Background: an optimization exercise with open tools, aiming at a short achievable clock period and few clock cycles. Do not read the settings as production practice.
Only simulation tests tie the RTL to the original design; equivalence was not proved.

==> module executeUnit, before the edit <==
module executeUnit (
	input  logic                clk,
	input  logic                reset,
	input  rvCorePkg::word_t    eA,
	input  rvCorePkg::word_t    eB,
	input  rvCorePkg::word_t    eBx,
	input  rvCorePkg::word_t    eS,
	input  rvCorePkg::word_t    eConst,
	input  logic [7:0]          eSel,
	input  logic                eSub,
	input  logic                eArith,
	input  logic                eRegWrite,
	input  logic                eLoad,
	input  logic                eStore,
	input  logic                eBranch,
	input  logic                eBne,
	input  logic                eJal,
	input  logic                ePredTaken,
	input  rvCorePkg::word_t    ePc,
	input  rvCorePkg::word_t    eTarget,
	input  rvCorePkg::word_t    ePc4,
	input  rvCorePkg::regAddr_t eRd,
	input  rvCorePkg::word_t    memData,
	output rvCorePkg::word_t    exResult,
	output logic                exAdd,
	output logic                exSumZero,
	output logic                exRedirect,
	output logic                misToTargetEq,
	output logic                misToSeqEq,
	output logic                misToTargetNe,
	output logic                misToSeqNe,
	output logic                exEq,
	output logic                btbUpdate,
	output logic                btbTaken,
	output rvCorePkg::word_t    btbPc,
	output rvCorePkg::word_t    btbTarget,
	output logic                mRegWrite,
	output logic                mLoad,
	output rvCorePkg::regAddr_t mRd,
	output rvCorePkg::word_t    mAlu,
	output logic                wEn,
	output rvCorePkg::regAddr_t wAddr,
	output rvCorePkg::word_t    wData,
	output logic [31:1]         wSel,
	output logic                memRead,
	output logic                memWrite,
	output rvCorePkg::word_t    rwAddress,
	output rvCorePkg::word_t    writeData
);
	rvCorePkg::word_t a, b, s, bx, sum, sumRaw, res, sra, other;
	logic lt, eq, taken;
	logic mStore;
	rvCorePkg::word_t mStoreData;
	assign a = eA;
	assign b = eB;
	assign s = eS;
	assign bx  = eBx;
	ksAdd #(.w(32)) addEx (.a(bx), .b(b), .cin(1'b0), .sum(sumRaw), .cout());
	assign sum = sumRaw ^ {32{eSub}};
	assign lt  = (a[31] ^ b[31]) ? a[31] : sum[31];
	assign sra = $signed(a) >>> b[4:0];
	always_comb begin
		other = '0;
		if (eSel[1]) other = other | {31'b0, lt};
		if (eSel[2]) other = other | (a & b);
		if (eSel[3]) other = other | (a | b);
		if (eSel[4]) other = other | (a ^ b);
		if (eSel[5]) other = other | (a << b[4:0]);
		if (eSel[6]) other = other | (eArith ? sra : a >> b[4:0]);
		if (eSel[7]) other = other | eConst;
	end
	assign res = eSel[0] ? sum : other;
	assign eq    = a == b;
	assign taken = eJal || (eBranch && (eq ^ eBne));
	assign misToTargetEq = eBranch && !ePredTaken && !eBne;
	assign misToTargetNe = eBranch && !ePredTaken && eBne;
	assign misToSeqEq    = (eBranch && ePredTaken && eBne) || (!eBranch && !eJal && ePredTaken);
	assign misToSeqNe    = (eBranch && ePredTaken && !eBne) || (!eBranch && !eJal && ePredTaken);
	assign exEq          = eq;
	assign exRedirect    = eq ? (misToTargetEq || misToSeqEq) : (misToTargetNe || misToSeqNe);
	assign exResult    = res;
	assign exAdd = eSel[0] && !eSub && !eLoad;
	always_comb begin
		exSumZero = !(a[0] ^ b[0]);
		for (int i = 1; i < 32; i++) begin
			exSumZero = exSumZero && ((a[i] ^ b[i]) == (a[i-1] | b[i-1]));
		end
	end
	assign btbUpdate = eBranch || eJal;
	assign btbTaken  = taken;
	assign btbPc     = ePc;
	assign btbTarget = eTarget;
	always_ff @(posedge clk) begin
		mAlu       <= res;
		mStoreData <= s;
		mRd        <= eRd;
		wAddr      <= mRd;
		for (int i = 1; i < 32; i++) begin
			wSel[i] <= !reset && mRegWrite && mRd == i;
		end
		wData      <= mLoad ? memData : mAlu;
		if (reset) begin
			mRegWrite <= 1'b0;
			mLoad     <= 1'b0;
			mStore    <= 1'b0;
			wEn       <= 1'b0;
		end else begin
			mRegWrite <= eRegWrite;
			mLoad     <= eLoad;
			mStore    <= eStore;
			wEn       <= mRegWrite;
		end
	end
	assign memRead   = mLoad;
	assign memWrite  = mStore;
	assign rwAddress = mAlu;
	assign writeData = mStoreData;
endmodule
==> module ksAdd, before the edit <==
module ksAdd #(
	parameter int w = 32
) (
	input  logic [w-1:0] a,
	input  logic [w-1:0] b,
	input  logic         cin,
	output logic [w-1:0] sum,
	output logic         cout
);
	logic [w-1:0] p;
	logic [w-1:0] g [6];
	logic [w-1:0] q [6];
	assign p = a ^ b;
	always_comb begin
		g[0] = a & b;
		g[0][0] = (a[0] & b[0]) | (p[0] & cin);
		q[0] = p;
		for (int l = 0; l < 5; l++) begin
			for (int i = 0; i < w; i++) begin
				if (i >= (1 << l)) begin
					g[l+1][i] = g[l][i] | (q[l][i] & g[l][i-(1<<l)]);
					q[l+1][i] = q[l][i] & q[l][i-(1<<l)];
				end else begin
					g[l+1][i] = g[l][i];
					q[l+1][i] = q[l][i];
				end
			end
		end
	end
	assign sum  = p ^ {g[5][w-2:0], cin};
	assign cout = g[5][w-1];
endmodule
clock: 8.0 ns
lec_check: 0
abc_clock_period_in_ps: 2800
cap_margin: 20
core_margin: 2
core_utilization: 40
setup_slack_margin: 5
slew_margin: 20
standard.sh (not shown) runs the stock make flow with config.mk's settings and CLKGATE_MAP_FILE= SYNTH_SCRIPT=/design/flow/synth_recipe.tcl, a recipe that flattens the netlist after the stock synthesis.
==> flow/flow/run.sh <==
#!/bin/bash
# The standard layout (standard.sh runs the standard flow's own ORFS flow), with one
# change: the buffers put on the input and output ports are buf_4 cells
# instead of the slow delay cell the port buffering picks by default.
# ORFS writes each step's full log under orfs/logs/; the make output goes
# to standard.log here.
set -euo pipefail
export BUFFER_PORTS_ARGS="-buffer_cell sky130_fd_sc_hd__buf_4"
bash standard.sh > standard.log 2>&1
Testbench counts at the start, summed over its fixed seeds: cycles 39,587.
==> next run, changes <==
--- a/flow/design.v
+++ b/flow/design.v
@@ -480,13 +480,13 @@
 	logic mStore;
 	rvCorePkg::word_t mStoreData;
 	assign a = eA;
 	assign b = eB;
 	assign s = eS;
 	assign bx  = eBx;
-	ksAdd #(.w(32)) addEx (.a(bx), .b(b), .cin(1'b0), .sum(sumRaw), .cout());
+	csAdd addEx (.a(bx), .b(b), .sum(sumRaw));
 	assign sum = sumRaw ^ {32{eSub}};
 	assign lt  = (a[31] ^ b[31]) ? a[31] : sum[31];
 	assign sra = $signed(a) >>> b[4:0];
 	always_comb begin
 		other = '0;
 		if (eSel[1]) other = other | {31'b0, lt};
@@ -541,43 +541,33 @@
 	end
 	assign memRead   = mLoad;
 	assign memWrite  = mStore;
 	assign rwAddress = mAlu;
 	assign writeData = mStoreData;
 endmodule
-module ksAdd #(
-	parameter int w = 32
-) (
-	input  logic [w-1:0] a,
-	input  logic [w-1:0] b,
-	input  logic         cin,
-	output logic [w-1:0] sum,
-	output logic         cout
+module csAdd (
+	input  logic [31:0] a,
+	input  logic [31:0] b,
+	output logic [31:0] sum
 );
-	logic [w-1:0] p;
-	logic [w-1:0] g [6];
-	logic [w-1:0] q [6];
-	assign p = a ^ b;
+	logic [8:0] s0 [4];
+	logic [8:0] s1 [4];
+	logic [4:0] c;
 	always_comb begin
-		g[0] = a & b;
-		g[0][0] = (a[0] & b[0]) | (p[0] & cin);
-		q[0] = p;
-		for (int l = 0; l < 5; l++) begin
-			for (int i = 0; i < w; i++) begin
-				if (i >= (1 << l)) begin
-					g[l+1][i] = g[l][i] | (q[l][i] & g[l][i-(1<<l)]);
-					q[l+1][i] = q[l][i] & q[l][i-(1<<l)];
-				end else begin
-					g[l+1][i] = g[l][i];
-					q[l+1][i] = q[l][i];
-				end
-			end
+		for (int k = 0; k < 4; k++) begin
+			s0[k] = {1'b0, a[8*k +: 8]} + {1'b0, b[8*k +: 8]};
+			s1[k] = {1'b0, a[8*k +: 8]} + {1'b0, b[8*k +: 8]} + 9'd1;
+		end
+	end
+	assign c[0] = 1'b0;
+	always_comb begin
+		for (int k = 0; k < 4; k++) begin
+			sum[8*k +: 8] = (s1[k][7:0] & {8{c[k]}}) | (s0[k][7:0] & {8{!c[k]}});
+			c[k+1]        = (s1[k][8] & c[k]) | (s0[k][8] & !c[k]);
 		end
 	end
-	assign sum  = p ^ {g[5][w-2:0], cin};
-	assign cout = g[5][w-1];
 endmodule
 `timescale 1ns/10ps
 module rvCore (
 	input  logic             clk,
 	input  logic             reset,
 	input  rvCorePkg::word_t instrData,
Result:
- final cell count rose by 0.53%
- routed wire length rose by 0.33%
- clock-buffer cell count fell by 46
- critical path depth fell by 3
- worst hold slack loses 0.012 ns
Testbench counts after the change, summed over its fixed seeds: cycles 39,587.

## afterwards: timing with drivers on the ports
No port has a modelled driver above. Below, the same layouts with a new extraction and two added sets of constraints. Step 1 (the two cells are an assumption about what drives the block):
set clk [get_ports {clk}]
set_driving_cell -lib_cell sky130_fd_sc_hd__clkbuf_16 $clk
set_driving_cell -lib_cell sky130_fd_sc_hd__buf_2 [delete_from_list [all_inputs] $clk]
Step 2, shift: input delay + t, output delay - t, t = (earliest + latest rising clock arrival at the registers) / 2. This alone moves slack from input paths to output paths. Three values: no drivers, after step 1, after step 2; two values: the first two.
run | t (ns) | slack for setup (ns) | hold WS [ns] | worst setup path at the end | clock arrival spread, ns
the first run | 0.934 | 4.348 / 4.348 / 4.117 | 0.322 / 0.322 / 0.322 | input to register | 0.097 / 0.097
the second run | 1.014 | 4.323 / 4.323 / 4.115 | 0.310 / 0.310 / 0.310 | input to register | 0.107 / 0.107
After both steps setup and hold are still met in every run listed. The setup slack of the first run, which loses most, moves by 0.000 ns with the drivers and by -0.231 ns with both steps.
